From an optimization exercise on the open Yosys and OpenROAD flow, aimed at small area, a short achievable clock period and few clock cycles; shortcuts taken in it are not production practice. At most, simulation tests tie the RTL to the original design; equivalence was not proved.

build 12:
==> flow/design.v (excerpt) <==
module integer_to_padded_ascii #(
  parameter int MAX_FIELD  = itap_pkg::DEF_MAX_FIELD,
  parameter int VALUE_BITS = itap_pkg::DEF_VALUE_BITS
) (
  input  logic                             clk_i,
  input  logic                             rst_ni,
  input  logic                             s_axis_tvalid,
  output logic                             s_axis_tready,
  input  logic [itap_pkg::IN_TDATA_W-1:0]  s_axis_tdata,
  input  logic [itap_pkg::IN_TUSER_W-1:0]  s_axis_tuser,
  output logic                             m_axis_tvalid,
  input  logic                             m_axis_tready,
  output logic [itap_pkg::OUT_TDATA_W-1:0] m_axis_tdata,
  output logic                             m_axis_tlast
);
  function automatic logic [2:0] enc_q(input logic [2:0] q);
    case (q)
      3'd0: enc_q = 3'd0;
      3'd1: enc_q = 3'd1;
      3'd2: enc_q = 3'd2;
      3'd3: enc_q = 3'd3;
      3'd4: enc_q = 3'd7;
      default: enc_q = 3'd0;
    endcase
  endfunction
  function automatic logic [2:0] dec_q(input logic [2:0] c);
    case (c)
      3'd0: dec_q = 3'd0;
      3'd1: dec_q = 3'd1;
      3'd2: dec_q = 3'd2;
      3'd3: dec_q = 3'd3;
      3'd7: dec_q = 3'd4;
      default: dec_q = 3'd0;
    endcase
  endfunction
  localparam int NDIG  = 20;
  localparam int ACC_W = (NDIG - 1) * 4 + 1;
  logic [63:0] v;
  logic [2:0]  fn;
  logic        wide_in, isdec_in, ishex_in, sgn_in, neg_in;
  assign v        = s_axis_tdata[63:0];
  assign fn       = s_axis_tuser[2:0];
  assign wide_in  = s_axis_tuser[3] || (fn == 3'd4);
  assign isdec_in = (fn == 3'd0) || (fn == 3'd1);
  assign ishex_in = (fn == 3'd2) || (fn == 3'd3) || (fn == 3'd4);
  assign sgn_in   = wide_in ? v[63] : v[31];
  assign neg_in   = (fn == 3'd0) && sgn_in;
  logic [15:0] nz, nf, fp, fneg;
  always_comb begin
    for (int g = 0; g < 16; g++) begin
      nz[g] = |v[g*4 +: 4];
      nf[g] = ~&v[g*4 +: 4];
    end
    for (int g = 0; g < 16; g++) begin
      fp[g] = nz[g] && ((g < 8) || wide_in);
    end
    fneg[0] = 1'b0;
    for (int g = 1; g < 16; g++) begin
      fneg[g] = ((g < 8) || wide_in) &&
  ...
==> flow/config.mk <==
export PLATFORM = sky130hd
export DESIGN_NAME = integer_to_padded_ascii
export DESIGN_NICKNAME = integer_to_padded_ascii
export VERILOG_FILES = /design/flow/design.v
export SDC_FILE = /design/flow/constraint.sdc
export NUM_CORES = 4
export LEC_CHECK = 0
export ABC_AREA = 1
export CAP_MARGIN = 20
export CORE_MARGIN = 2
export CORE_UTILIZATION = 40
export SLEW_MARGIN = 20
==> flow/constraint.sdc <==
create_clock -name core_clock -period 8.0 [get_ports {clk_i}]
set_input_delay 1.6000 -clock core_clock [delete_from_list [all_inputs] [get_ports {clk_i}]]
set_output_delay 1.6000 -clock core_clock [all_outputs]
set_load 0.01 [all_outputs]
standard.sh (not shown) runs the stock make flow with config.mk's settings and CLKGATE_MAP_FILE= SYNTH_SCRIPT=/design/flow/synth_recipe.tcl, a recipe that flattens the netlist after the stock synthesis.
==> flow/flow/run.sh <==
#!/bin/bash
# The standard layout (the standard.sh, unchanged synthesis) with two
# changes to how the layout is optimised: the port buffers are plain
# buf_2 cells instead of the delay-cell default, and timing repair aims for a
# larger setup margin. Each make run logs to a file of its own here.
set -euo pipefail
export BUFFER_PORTS_ARGS="-buffer_cell sky130_fd_sc_hd__buf_2"
export SETUP_SLACK_MARGIN="${FLOW_SETUP_MARGIN:-5.0}"
bash standard.sh synth > make_synth.log 2>&1
bash standard.sh finish > make_finish.log 2>&1
Build 12 reached the end of the flow, and the finished layout is clean on the timing, design-rule and antenna checks.
Edits applied to the flow inputs when going from build 12 to trial 74:
--- a/flow/design.v
+++ b/flow/design.v
@@ -189,23 +189,24 @@
   assign idx    = q_first ? (q_neg ? q_hn : q_hp) : q_g;
   assign nib    = v[idx*4 +: 4];
   assign mag    = q_neg ? (~nib + 4'((idx <= q_lz) ? 1 : 0)) : nib;
   assign fetch  = (q_st == Q_FETCH) && (!f_valid || consume);
   assign q_ready = !qs && ((f_valid && f_first) || ((q_st == Q_FDONE) && q_hex));
   typedef enum logic [1:0] {C_IDLE, C_RUN, C_SIZE, C_DONE} c_state_e;
   c_state_e          c_st, c_st_n;
   logic [ACC_W-1:0]  acc, acc_dd, acc_nx;
   logic              c_isdec;
   logic [4:0]        c_ndm1;
   logic              handoff;
-  logic              s_neg, s_plus, s_upper;
+  logic [5:0]        s_wc, s_pc;
+  logic              s_pnone, s_zero, s_neg, s_plus, s_upper;
   logic [1:0]        s_pre;
   logic       c_start_q, handoff_q, c_start_n, handoff_n, e_last, e_last_n;
   assign c_start = c_start_q;
   assign consume = (c_start && !q_hex) || (c_st == C_RUN);
   itap_bcd_row #(
     .NDIG (NDIG)
   ) u_row (
     .acc_i (acc),
     .nib_i (f_nib),
     .acc_o (acc_dd)
   );
@@ -238,46 +239,39 @@
   logic [ACC_W-1:0] e_buf;
   logic             e_busy, e_isdec, e_upper, e_neg, e_plus;
   logic [5:0]       e_pos, e_am1;
   logic [4:0]       e_ndm1;
   logic [1:0]       e_pre;
   logic             o_valid, o_last, k_valid, k_last;
   logic [7:0]       o_ch, k_ch;
   logic             o_free, e_take, emit;
   assign o_free  = !o_valid || m_axis_tready;
   assign emit    = e_busy && !k_valid;
   assign handoff = handoff_q;
-  logic [5:0] lm1_nx, mm1_in, zm1_in, c_lm1, c_mm1, c_zm1, tm1, am1;
-  logic [5:0] w_in, p_in, wm1_in, pm1_in, pp1_in;
-  logic       pnone_in, zero_in, pfx2_in;
-  always_comb begin
-    w_in     = s_axis_tdata[73:68];
-    p_in     = s_axis_tdata[79:74];
-    pnone_in = (s_axis_tdata[80:74] == 7'h7f);
-    zero_in  = s_axis_tdata[66];
-    pfx2_in  = s_axis_tdata[67] || (fn == 3'd4);
-    wm1_in = (w_in == 6'd63) ? 6'd61 : ((w_in == 6'd0) ? 6'd0 : w_in - 6'd1);
-    pm1_in = s_axis_tdata[80] ? 6'd0 :
-             ((p_in == 6'd63) ? 6'd61 : ((p_in == 6'd0) ? 6'd0 : p_in - 6'd1));
-    pp1_in = s_axis_tdata[80] ? 6'd1 : ((p_in == 6'd63) ? 6'd63 : p_in + 6'd1);
-    if (isdec_in) begin
-      mm1_in = wm1_in;
-      if (zero_in && pnone_in) zm1_in = wm1_in;
-      else                     zm1_in = (pm1_in < wm1_in) ? pm1_in : wm1_in;
+  logic [5:0] lm1_nx, mm1_nx, zm1_nx, c_lm1, c_mm1, c_zm1, tm1, am1;
+  logic [6:0] wc7, pc7, mm, zm;
+  always_comb begin
+    wc7 = {1'b0, s_wc};
+    pc7 = {1'b0, s_pc};
+    lm1_nx = 6'(ndm1_nx) + 6'(s_pre);
+    if (c_isdec) begin
+      mm = wc7;
+      if (s_zero && s_pnone) zm = wc7;
+      else                   zm = (pc7 < wc7) ? pc7 : wc7;
     end else begin
-      mm1_in = (pm1_in > wm1_in) ? pm1_in : wm1_in;
-      if (pnone_in)     zm1_in = zero_in ? 6'd63 : 6'd0;
-      else if (pfx2_in) zm1_in = pp1_in;
-      else              zm1_in = pm1_in;
+      mm = (pc7 > wc7) ? pc7 : wc7;
+      if (s_pnone) zm = s_zero ? 7'd64 : 7'd0;
+      else         zm = pc7 + 7'(s_pre);
     end
-    lm1_nx = 6'(ndm1_nx) + 6'(s_pre);
+    mm1_nx = (mm == 7'd0) ? 6'd0 : 6'(mm - 7'd1);
+    zm1_nx = (zm == 7'd0) ? 6'd0 : 6'(zm - 7'd1);
     tm1 = (c_mm1 > c_lm1) ? c_mm1 : c_lm1;
     am1 = (c_zm1 > c_lm1) ? c_zm1 : c_lm1;
   end
   logic       sp, pfx, zr;
   logic [3:0] dval;
   logic [7:0] dch, ch;
   logic [3:0] ebd [NDIG];
   always_comb begin
     for (int j = 0; j < NDIG - 1; j++) ebd[j] = e_buf[j*4 +: 4];
     ebd[NDIG-1] = {3'b000, e_buf[ACC_W-1]};
   end
@@ -397,31 +391,36 @@
     end
     q_g <= q_g_n;
     if (fetch) begin
       f_nib  <= mag;
       f_last <= (idx == 4'd0);
     end
     if (c_start || (c_st == C_RUN)) acc <= acc_nx;
     if (c_start) begin
       c_isdec <= isdec_in;
       s_neg   <= q_neg;
       s_plus  <= s_axis_tdata[64];
+      s_zero  <= s_axis_tdata[66];
       s_upper <= (fn == 3'd3);
-      c_mm1   <= mm1_in;
-      c_zm1   <= zm1_in;
+      s_wc    <= (s_axis_tdata[73:68] == 6'd63) ? 6'd62 : s_axis_tdata[73:68];
+      s_pnone <= (s_axis_tdata[80:74] == 7'h7f);
+      s_pc    <= s_axis_tdata[80] ? 6'd0 :
+                 ((s_axis_tdata[79:74] == 6'd63) ? 6'd62 : s_axis_tdata[79:74]);
       if (isdec_in) s_pre <= {1'b0, q_neg || s_axis_tdata[64] || s_axis_tdata[65]};
       else          s_pre <= (s_axis_tdata[67] || (fn == 3'd4)) ? 2'd2 : 2'd0;
     end
     if (c_st == C_SIZE) begin
       c_ndm1 <= ndm1_nx;
       c_lm1  <= lm1_nx;
+      c_mm1  <= mm1_nx;
+      c_zm1  <= zm1_nx;
     end
     if (emit && pfx && !sp) e_pre <= e_pre - 2'd1;
     if (emit) e_pos <= e_pos - 6'd1;
     if (handoff) begin
       e_buf   <= acc;
       e_pos   <= tm1;
       e_am1   <= am1;
       e_ndm1  <= c_ndm1;
       e_pre   <= s_pre;
       e_isdec <= c_isdec;
       e_upper <= s_upper;
## What came out
Of build 12 and trial 74, trial 74 shows the higher well tap count, with build 12 below it. Re non-clock buffer count: trial 74 is about 4% down on build 12. Trial 74 vs. build 12: total length of routed wires about even, minimum clock period fell 570 ps, synthesized area rose about 2.7%, count of placed standard cells including taps rose about 1.7%. Changes observed in trial 74 relative to build 12: final non-filler cell total rose 1.3%; wire length of the first global-routing pass went down about 0.7%. The final hold slack of trial 74 is higher than that of build 12. On maximum net fanout on the critical path: trial 74 sits above build 12. Of the two values seen for highest routed metal layer, met5 was produced by build 12 and met4 by trial 74.
Testbench counts of trial 74, summed over its fixed seeds: cycles 13,131.
No functional check of the RTL was part of build 12.

==> port drivers added, routing unchanged <==
No port has a modelled driver above. Below, the same layouts with a new extraction and two added sets of constraints.
Step 1 (the two cells are an assumption about what drives the block):
set clk [get_ports {clk_i}]
set_driving_cell -lib_cell sky130_fd_sc_hd__clkbuf_16 $clk
set_driving_cell -lib_cell sky130_fd_sc_hd__buf_2 [delete_from_list [all_inputs] $clk]
Step 2 also shifts input and output timing later by t, the mid clock arrival at the registers, as if the neighbouring blocks saw the same clock.
Three values: ideal ports, drivers, drivers and shift; two values: the first two.
run | t, ns | slack for setup (ns) | slew at the worst register clock pin (ns)
build 12 | 0.587 | 4.495 / 4.499 / 3.911 | 0.06 / 0.06
trial 74 | 0.623 | 5.062 / 5.062 / 4.514 | 0.06 / 0.06
After both steps setup and hold are still met in every run listed. For build 12, which loses most, drivers alone change the setup slack by +0.004 ns; drivers and shift together by -0.584 ns.
